From an optimization exercise on the open Yosys and OpenROAD flow, aimed at small area; shortcuts taken in it are not production practice. In this exercise RTL edits were held to simulation tests only and were not proved equivalent to the original. The flow treats the clock pin as an ideal source, which a real chip does not have. No activity file was given, so power comes from the tool's default toggle rates.

lane 1:
==> flow/design.v <==
package com_pkg;
    typedef struct packed {
        logic [1:0]  ctx;
        logic [31:0] data;
    } loop_word_t;
    typedef logic [63:0] cmd_word_t;
    typedef struct packed {
        logic [1:0]  ctx;
        logic [31:0] data;
    } resp_word_t;
    typedef logic [15:0] reg_addr_t;
    typedef logic [15:0] reg_data_t;
endpackage
module sync_fifo #(
    parameter int  DEPTH = 16,
    parameter int  WIDTH = 32
) (
    input  logic             clk,
    input  logic             rst,
    input  logic             i_wr_en,
    input  logic [WIDTH-1:0] i_din,
    input  logic             i_rd_en,
    output logic [WIDTH-1:0] o_dout,
    output logic [DEPTH-1:0] o_head
);
    logic [DEPTH*WIDTH-1:0] mem;         
    logic [DEPTH-1:0]       head;
    assign o_head = head;
    always_ff @(posedge clk) begin
        if (i_wr_en)
            mem <= {mem[(DEPTH-1)*WIDTH-1:0], i_din};
    end
    always_ff @(posedge clk) begin
        if (rst)
            head <= '0;
        else if (i_wr_en && !i_rd_en)
            head <= {head[DEPTH-2:0], ~|head};
        else if (i_rd_en && !i_wr_en)
            head <= head >> 1;
    end
    always_comb begin
        o_dout = '0;
        for (int k = 0; k < DEPTH; k++)
            o_dout = o_dout | (mem[k*WIDTH +: WIDTH] & {WIDTH{head[k]}});
    end
endmodule
module rx_router (
    input  logic [63:0] i_rx_data,
    input  logic        i_rx_valid,
    output logic        o_loop_wr,
    output logic        o_cmd_wr
);
    logic magic_ok;
    assign magic_ok  = i_rx_valid & (i_rx_data[7:0] == 8'h77);
    assign o_loop_wr = magic_ok & (i_rx_data[9:8] == 2'd2);
    assign o_cmd_wr  = magic_ok & (i_rx_data[9:8] == 2'd3);
endmodule
module ctl_regfile (
    input  logic        clk,
    input  logic        rst,
    input  logic        i_cmd_wr,        
    input  logic [63:0] i_cmd,
    output logic [20:0] o_entry
);
    localparam logic [127:0] RW_INIT = 128'h0010_0000_EFCD;
    logic [15:0]  addr;
    logic [15:0]  mask;
    logic [15:0]  value;
    logic         rd;
    logic         rw_hit;
    logic         upt_hit;
    logic         wr_hit;
    logic [127:0] rw;
    logic [15:0]  rw_half;
    assign addr  = i_cmd[31:16];
    assign mask  = i_cmd[47:32];
    assign value = i_cmd[63:48];
    assign rd    = i_cmd[12];
    assign rw_hit  =  addr[15] & (addr[14:4] == '0);
    assign upt_hit = ~addr[15] & (addr[14:3] == 12'h002);
    assign rw_half = rw[addr[3:1]*16 +: 16];
    always_comb begin
        if (!rd)
            o_entry = {3'b001, addr[1:0], addr};
        else if (rw_hit)
            o_entry = {1'b1, addr[3:0], rw_half};
        else if (upt_hit)
            o_entry = {2'b01, addr[2:0], addr};
        else
            o_entry = {3'b000, addr[1:0], addr};
    end
    assign wr_hit = i_cmd_wr & i_cmd[13] & rw_hit;
    always_ff @(posedge clk) begin
        if (rst)
            rw <= RW_INIT;
        else if (wr_hit)
            rw[addr[3:1]*16 +: 16] <= (rw_half & ~mask) | (value & mask);
    end
endmodule
module ctl_engine (
    input  logic        clk,
    input  logic        rst,
    input  logic        i_cmd_valid,
    input  logic [20:0] i_entry,
    input  logic        i_resp_afull,
    output logic        o_cmd_pop,
    output logic        o_resp_wr,       
    output logic [20:0] o_resp,
    output logic        o_resp_pend      
);
    logic [63:0] uptime;
    logic        noop;
    logic        upt;
    logic [15:0] upt_half;
    always_ff @(posedge clk) begin
        if (rst)
            uptime <= '0;
        else
            uptime <= uptime + 64'd1;
    end
    assign noop = ~i_entry[20] & ~i_entry[19] & i_entry[18];
    assign upt  = ~i_entry[20] &  i_entry[19];
    assign upt_half = uptime[i_entry[18:17]*16 +: 16];
    assign o_cmd_pop = i_cmd_valid & ~i_resp_afull;
    assign o_resp_wr = o_cmd_pop & ~noop;
    assign o_resp    = {i_entry[20:16], upt ? upt_half : i_entry[15:0]};
    always_ff @(posedge clk) begin
        if (rst)
            o_resp_pend <= 1'b0;
        else
            o_resp_pend <= o_resp_wr;
    end
endmodule
module tx_arbiter (
    input  logic        clk,
    input  logic        rst,
    input  logic        i_loop_valid,
    input  logic [33:0] i_loop_word,     
    output logic        o_loop_pop,
    input  logic        i_resp_valid,
    input  logic [20:0] i_resp,          
    output logic        o_resp_pop,
    output logic [31:0] o_tx_data,
    output logic [1:0]  o_tx_tag,
    output logic [1:0]  o_tx_ctx,
    output logic        o_tx_valid,
    input  logic        i_tx_ready
);
    logic        take;
    logic        tag0;
    logic        rw;
    logic        upt;
    logic        other;
    logic        ro_const;
    logic [15:0] ro_half;
    logic [31:0] resp_data;
    assign take       = ~o_tx_valid | i_tx_ready;
    assign o_loop_pop = take & i_loop_valid;
    assign o_resp_pop = take & ~i_loop_valid & i_resp_valid;
    assign rw       = i_resp[20];
    assign upt      = ~i_resp[20] & i_resp[19];
    assign other    = ~i_resp[20] & ~i_resp[19];
    assign ro_const = other & (i_resp[15:5] == '0);
    always_comb begin
        case (i_resp[4:1])
            4'd0:    ro_half = 16'hAB89;
            4'd2:    ro_half = 16'(32'd24);
            4'd4:    ro_half = {8'h02, 8'h01};
            default: ro_half = 16'h0;
        endcase
    end
    always_comb begin
        if (rw)
            resp_data = {1'b1, 11'b0, i_resp[19:16], i_resp[15:0]};
        else if (upt)
            resp_data = {11'b0, 2'b10, i_resp[18:16], i_resp[15:0]};
        else
            resp_data = {i_resp[15:0], ro_const ? ro_half : 16'h0};
    end
    always_ff @(posedge clk) begin
        if (rst)
            o_tx_valid <= 1'b0;
        else if (take)
            o_tx_valid <= i_loop_valid | i_resp_valid;
    end
    always_ff @(posedge clk) begin
        if (o_loop_pop) begin
            o_tx_data <= i_loop_word[31:0];
            tag0      <= 1'b0;
            o_tx_ctx  <= i_loop_word[33:32];
        end
        else if (o_resp_pop) begin
            o_tx_data <= resp_data;
            tag0      <= 1'b1;
            o_tx_ctx  <= 2'b00;
        end
    end
    assign o_tx_tag = {1'b1, tag0};      
endmodule
module com_fifo_top (
    input  logic               clk,
    input  logic               rst,
    input  com_pkg::cmd_word_t i_rx_data,
    input  logic               i_rx_valid,
    output logic [31:0]        o_tx_data,
    output logic [1:0]         o_tx_tag,
    output logic [1:0]         o_tx_ctx,
    output logic               o_tx_valid,
    input  logic               i_tx_ready
);
    logic        loop_wr;
    logic        cmd_wr;
    logic [15:0] loop_head;
    logic [33:0] loop_dout;
    logic        loop_valid;
    logic        loop_pop;
    logic [20:0] cmd_entry;
    logic [15:0] cmd_head;
    logic [20:0] cmd_dout;
    logic        cmd_valid;
    logic        cmd_pop;
    logic        resp_wr;
    logic [20:0] resp_din;
    logic        resp_pend;
    logic [12:0] resp_head;
    logic [20:0] resp_dout;
    logic        resp_valid;
    logic        resp_afull;
    logic        resp_pop;
    rx_router u_rx_router (
        .i_rx_data  (i_rx_data),
        .i_rx_valid (i_rx_valid),
        .o_loop_wr  (loop_wr),
        .o_cmd_wr   (cmd_wr)
    );
    sync_fifo #(
        .DEPTH (16),
        .WIDTH (34)
    ) loop_fifo (
        .clk     (clk),
        .rst     (rst),
        .i_wr_en (loop_wr & ~loop_head[16-1]),
        .i_din   ({i_rx_data[11:10], i_rx_data[63:32]}),
        .i_rd_en (loop_pop),
        .o_dout  (loop_dout),
        .o_head  (loop_head)
    );
    assign loop_valid = |loop_head;
    ctl_regfile u_ctl_regfile (
        .clk      (clk),
        .rst      (rst),
        .i_cmd_wr (cmd_wr & ~cmd_head[16-1]),
        .i_cmd    (i_rx_data),
        .o_entry  (cmd_entry)
    );
    sync_fifo #(
        .DEPTH (16),
        .WIDTH (21)
    ) cmd_rx_fifo (
        .clk     (clk),
        .rst     (rst),
        .i_wr_en (cmd_wr & ~cmd_head[16-1]),
        .i_din   (cmd_entry),
        .i_rd_en (cmd_pop),
        .o_dout  (cmd_dout),
        .o_head  (cmd_head)
    );
    assign cmd_valid = |cmd_head;
    ctl_engine u_ctl_engine (
        .clk          (clk),
        .rst          (rst),
        .i_cmd_valid  (cmd_valid),
        .i_entry      (cmd_dout),
        .i_resp_afull (resp_afull),
        .o_cmd_pop    (cmd_pop),
        .o_resp_wr    (resp_wr),
        .o_resp       (resp_din),
        .o_resp_pend  (resp_pend)
    );
    sync_fifo #(
        .DEPTH (12 + 1),
        .WIDTH (21)
    ) resp_fifo (
        .clk     (clk),
        .rst     (rst),
        .i_wr_en (resp_wr),
        .i_din   (resp_din),
        .i_rd_en (resp_pop),
        .o_dout  (resp_dout),
        .o_head  (resp_head)
    );
    assign resp_valid = (|resp_head[12:1]) | (resp_head[0] & ~resp_pend);
    assign resp_afull = resp_head[12] | (resp_head[12-1] & ~resp_pend);
    tx_arbiter u_tx_arbiter (
        .clk          (clk),
        .rst          (rst),
        .i_loop_valid (loop_valid),
        .i_loop_word  (loop_dout),
        .o_loop_pop   (loop_pop),
        .i_resp_valid (resp_valid),
        .i_resp       (resp_dout),
        .o_resp_pop   (resp_pop),
        .o_tx_data    (o_tx_data),
        .o_tx_tag     (o_tx_tag),
        .o_tx_ctx     (o_tx_ctx),
        .o_tx_valid   (o_tx_valid),
        .i_tx_ready   (i_tx_ready)
    );
endmodule
export LEC_CHECK = 0
export CAP_MARGIN = 0
export CORE_MARGIN = 2
export CORE_UTILIZATION = 40
export CTS_BUF_LIST = sky130_fd_sc_hd__clkbuf_8
export CTS_CLUSTER_DIAMETER = 50
export CTS_CLUSTER_SIZE = 20
export SLEW_MARGIN = 0
create_clock -name core_clock -period 5.5 [get_ports {clk}]
standard.sh (not shown) runs the stock make flow with config.mk's settings and CLKGATE_MAP_FILE= SYNTH_SCRIPT=/design/flow/synth_recipe.tcl, a recipe that flattens the netlist after the stock synthesis.
==> flow/flow/run.sh <==
#!/bin/bash
# Standard synthesis, then its combinational logic re-mapped by ABC for area (registers untouched),
# then the standard layout from that netlist, with the clock tree trimmed after CTS (clk_downsize.tcl).
set -euo pipefail
HERE=$PWD
PLAT=$FLOW_HOME/platforms/$FLOW_PLATFORM
LIB=$PLAT/lib/sky130_fd_sc_hd__tt_025C_1v80.lib
YOSYS=$(command -v yosys || echo $FLOW_HOME/../tools/install/yosys/bin/yosys)
RES=$HERE/orfs/results/$FLOW_PLATFORM/com_fifo_top/base

bash standard.sh synth > $HERE/log_1_standard_synth.log 2>&1
cp $RES/1_2_yosys.v $HERE/synth_standard.v
mkdir -p $HERE/std_synth_logs
cp -r $HERE/orfs/logs $HERE/orfs/reports $HERE/std_synth_logs/ 2>/dev/null || true

DU=$(sed -n '/DONT_USE_CELLS/,/^$/p' $PLAT/config.mk | grep -oE "sky130_fd_sc_hd__\w+" | sed 's/^/-dont_use /' | tr '\n' ' ')
sed -e "s#{LIB}#$LIB#g" -e "s#{IN}#$HERE/synth_standard.v#" -e "s#{OUT}#$HERE/synth_remap.v#" \
    -e "s#{TOP}#$FLOW_TOP#" -e "s#{DONT_USE}#$DU#" $HERE/flow/remap.ys > $HERE/remap_run.ys
$YOSYS -q -l $HERE/log_2_remap.log $HERE/remap_run.ys > /dev/null 2>&1

rm -rf $HERE/orfs
bash standard.sh SYNTH_NETLIST_FILES=$HERE/synth_remap.v "BUFFER_PORTS_ARGS=-buffer_cell sky130_fd_sc_hd__buf_1" POST_CTS_TCL=$HERE/flow/clk_downsize.tcl finish > $HERE/log_3_layout.log 2>&1
==> flow/flow/clk_downsize.tcl <==
# Post-CTS: downsize the clock tree buffers as far as the flip-flop clock-pin slew allows, and
# drop the dummy loads CTS added for balancing. Sizes are only ever lowered; placement is
# legalised again afterwards.
set ::cds_sizes {sky130_fd_sc_hd__clkbuf_2 sky130_fd_sc_hd__clkbuf_4 sky130_fd_sc_hd__clkbuf_8 sky130_fd_sc_hd__clkbuf_16}
set ::cds_limit 0.105

proc cds_sink_pins {inst} {
  # Flip-flop clock pins reached from this buffer
  set out [get_pins -of_objects $inst -filter "direction == output"]
  set net [get_nets -of_objects $out]
  set res {}
  foreach p [get_pins -of_objects $net -filter "direction == input"] {
    set c [get_cells -of_objects $p]
    if {[string match "sky130_fd_sc_hd__clkbuf_*" [get_property $c ref_name]]} {
      set res [concat $res [cds_sink_pins $c]]
    } else {
      lappend res $p
    }
  }
  return $res
}

proc cds_max_slew {pins} {
  set mx 0
  foreach p $pins {
    set s [get_property $p slew_max]
    if {$s > $mx} { set mx $s }
  }
  return $mx
}

estimate_parasitics -placement



# Dummy loads
set removed 0
foreach inst [get_cells clkload*] {
  set out [get_pins -of_objects $inst -filter "direction == output"]
  set net [get_nets -quiet -of_objects $out]
  if {$net == "" || [llength [get_pins -quiet -of_objects $net -filter "direction == input"]] == 0} {
    delete_instance $inst
    incr removed
  }
}
puts "clk_downsize: removed $removed dummy loads"
estimate_parasitics -placement

set changed 0
set area_saved 0.0
foreach inst [get_cells clkbuf_*] {
  set master [get_property $inst ref_name]
  set idx [lsearch $::cds_sizes $master]
  if {$idx <= 0} { continue }
  set sinks [cds_sink_pins $inst]
  for {set j 0} {$j < $idx} {incr j} {
    set cand [lindex $::cds_sizes $j]
    replace_cell $inst $cand
    estimate_parasitics -placement
    if {[cds_max_slew $sinks] <= $::cds_limit} {
      incr changed
      break
    }
    replace_cell $inst $master
    estimate_parasitics -placement
  }
}
puts "clk_downsize: downsized $changed buffers"
estimate_parasitics -placement

detailed_placement
check_placement -verbose
Other scripts of this flow, unchanged in this note and not shown: flow/flow/remap.ys
Here is what was changed in the inputs of lane 2 compared with lane 1.
--- a/flow/flow/clk_downsize.tcl
+++ b/flow/flow/clk_downsize.tcl
@@ -2,5 +2,5 @@
 # drop the dummy loads CTS added for balancing. Sizes are only ever lowered; placement is
 # legalised again afterwards.
-set ::cds_sizes {sky130_fd_sc_hd__clkbuf_2 sky130_fd_sc_hd__clkbuf_4 sky130_fd_sc_hd__clkbuf_8 sky130_fd_sc_hd__clkbuf_16}
+set ::cds_sizes {sky130_fd_sc_hd__clkbuf_1 sky130_fd_sc_hd__clkbuf_2 sky130_fd_sc_hd__clkbuf_4 sky130_fd_sc_hd__clkbuf_8 sky130_fd_sc_hd__clkbuf_16}
 set ::cds_limit 0.105
 
--- a/flow/config.mk
+++ b/flow/config.mk
@@ -10,5 +10,5 @@
 export CORE_UTILIZATION = 40
 export CTS_BUF_LIST = sky130_fd_sc_hd__clkbuf_8
-export CTS_CLUSTER_DIAMETER = 50
-export CTS_CLUSTER_SIZE = 20
+export CTS_CLUSTER_DIAMETER = 35
+export CTS_CLUSTER_SIZE = 12
 export SLEW_MARGIN = 0
[summary]
- Layout checks on lane 2: not met. Flow itself completed; violations: max-capacitance violations, max-slew violations.
- Looking at minimum setup slack in the final design across both flows, lane 2 is the weaker of the two, with lane 1 ahead.
- Critical path capture point: u_ctl_regfile.rw[63] -> lane 2, resp_fifo.mem[42] -> lane 1
- Compared with lane 1, in lane 2 aggregate routed wire length went up 3.2%, post-route fraction of the period consumed by the critical path went up 10 points, peak supply drop went up about 4%.
Input changes introduced in lane 3 (baseline for comparison: lane 2):
--- a/flow/flow/clk_downsize.tcl
+++ b/flow/flow/clk_downsize.tcl
@@ -2,5 +2,5 @@
 # drop the dummy loads CTS added for balancing. Sizes are only ever lowered; placement is
 # legalised again afterwards.
-set ::cds_sizes {sky130_fd_sc_hd__clkbuf_1 sky130_fd_sc_hd__clkbuf_2 sky130_fd_sc_hd__clkbuf_4 sky130_fd_sc_hd__clkbuf_8 sky130_fd_sc_hd__clkbuf_16}
+set ::cds_sizes {sky130_fd_sc_hd__clkbuf_2 sky130_fd_sc_hd__clkbuf_4 sky130_fd_sc_hd__clkbuf_8 sky130_fd_sc_hd__clkbuf_16}
 set ::cds_limit 0.105
 
--- a/flow/config.mk
+++ b/flow/config.mk
@@ -8,7 +8,7 @@
 export CAP_MARGIN = 0
 export CORE_MARGIN = 2
-export CORE_UTILIZATION = 40
+export CORE_UTILIZATION = 55
 export CTS_BUF_LIST = sky130_fd_sc_hd__clkbuf_8
-export CTS_CLUSTER_DIAMETER = 35
-export CTS_CLUSTER_SIZE = 12
+export CTS_CLUSTER_DIAMETER = 50
+export CTS_CLUSTER_SIZE = 20
 export SLEW_MARGIN = 0
--- outcome ---
- No crash in lane 2: every stage finished, but the layout fails its final checks due to max-capacitance violations, max-slew violations.
- Lane 3 completed every stage of the flow, and the final layout passed the timing, design-rule and antenna checks.
- Looking only at number of vias after detailed routing, and setting everything else aside, the lower value of lane 2 and lane 3 goes to lane 3.
- Summary: with lane 2 as the reference, wire length on met2 in lane 3 moved down by a few percent.
- Of lane 2 and lane 3, lane 3 shows the lower share of power burned in combinational logic, with lane 2 above it.
- Of the two values seen for type of the most critical hold path, in2reg was produced by lane 2 and reg2reg by lane 3.
- On final non-filler cell area, lane 3 does better than lane 2.
- Per the comparison of lane 3 with lane 2, layout filler cell count shrank by 4338, storage element area held steady.
- Most crowded layer after global routing = met1: lane 2; most crowded layer after global routing = met2: lane 3
- Relative to lane 2, the core occupancy in the finished layout of lane 3 is higher by 14 points.
For lane 4, these inputs were changed with respect to lane 3:
--- a/flow/flow/run.sh
+++ b/flow/flow/run.sh
@@ -1,5 +1,5 @@
 #!/bin/bash
 # Standard synthesis, then its combinational logic re-mapped by ABC for area (registers untouched),
-# then the standard layout from that netlist, with the clock tree trimmed after CTS (clk_downsize.tcl).
+# then the standard layout from that netlist.
 set -euo pipefail
 HERE=$PWD
@@ -20,3 +20,3 @@
 
 rm -rf $HERE/orfs
-bash standard.sh SYNTH_NETLIST_FILES=$HERE/synth_remap.v "BUFFER_PORTS_ARGS=-buffer_cell sky130_fd_sc_hd__buf_1" POST_CTS_TCL=$HERE/flow/clk_downsize.tcl finish > $HERE/log_3_layout.log 2>&1
+bash standard.sh SYNTH_NETLIST_FILES=$HERE/synth_remap.v finish > $HERE/log_3_layout.log 2>&1
--- a/flow/config.mk
+++ b/flow/config.mk
@@ -6,9 +6,9 @@
 export NUM_CORES = 4
 export LEC_CHECK = 0
-export CAP_MARGIN = 0
+export CAP_MARGIN = 20
 export CORE_MARGIN = 2
-export CORE_UTILIZATION = 55
+export CORE_UTILIZATION = 40
 export CTS_BUF_LIST = sky130_fd_sc_hd__clkbuf_8
 export CTS_CLUSTER_DIAMETER = 50
 export CTS_CLUSTER_SIZE = 20
-export SLEW_MARGIN = 0
+export SLEW_MARGIN = 20
removed: flow/flow/clk_downsize.tcl
Results
Per the comparison of lane 4 with lane 3, post-route worst setup slack grew by 0.16 ns; wire length held steady; power density over the cells grew by 4.3%. The power number comes out higher for lane 4 vs lane 3. In the final reports, the cell area of lane 4 is larger than that of lane 3.

[static timing again, ports no longer ideal]
Ports are ideal in the flow. The routed layouts listed here were re-timed in OpenROAD.
Step 1, drivers: a clkbuf_16 drives clk and a buf_2 each remaining input, both assumed.
Step 2, shift: input delay + t, output delay - t, t = (earliest + latest rising clock arrival at the registers) / 2. This alone moves slack from input paths to output paths.
Slacks: ideal ports / drivers / drivers and shift; pairs: ideal ports / drivers.
run | t, ns | setup WS [ns] | worst hold slack (ns) | worst setup path at the end
lane 1 | 0.916 | 1.249 / 1.249 / 1.207 | 0.281 / 0.281 / 0.281 | input to register
lane 2 | 2.541 | 0.685 / 0.747 / -1.794 | 0.185 / 0.123 / 0.277 | input to register
lane 3 | 0.950 | 1.331 / 1.331 / 1.331 | 0.263 / 0.256 / 0.263 | register to register
lane 4 | 0.888 | 1.493 / 1.493 / 1.061 | 0.430 / 0.430 / 0.430 | input to register
The setup slack of lane 2, which loses most, moves by +0.062 ns with the drivers and by -2.479 ns with both steps.
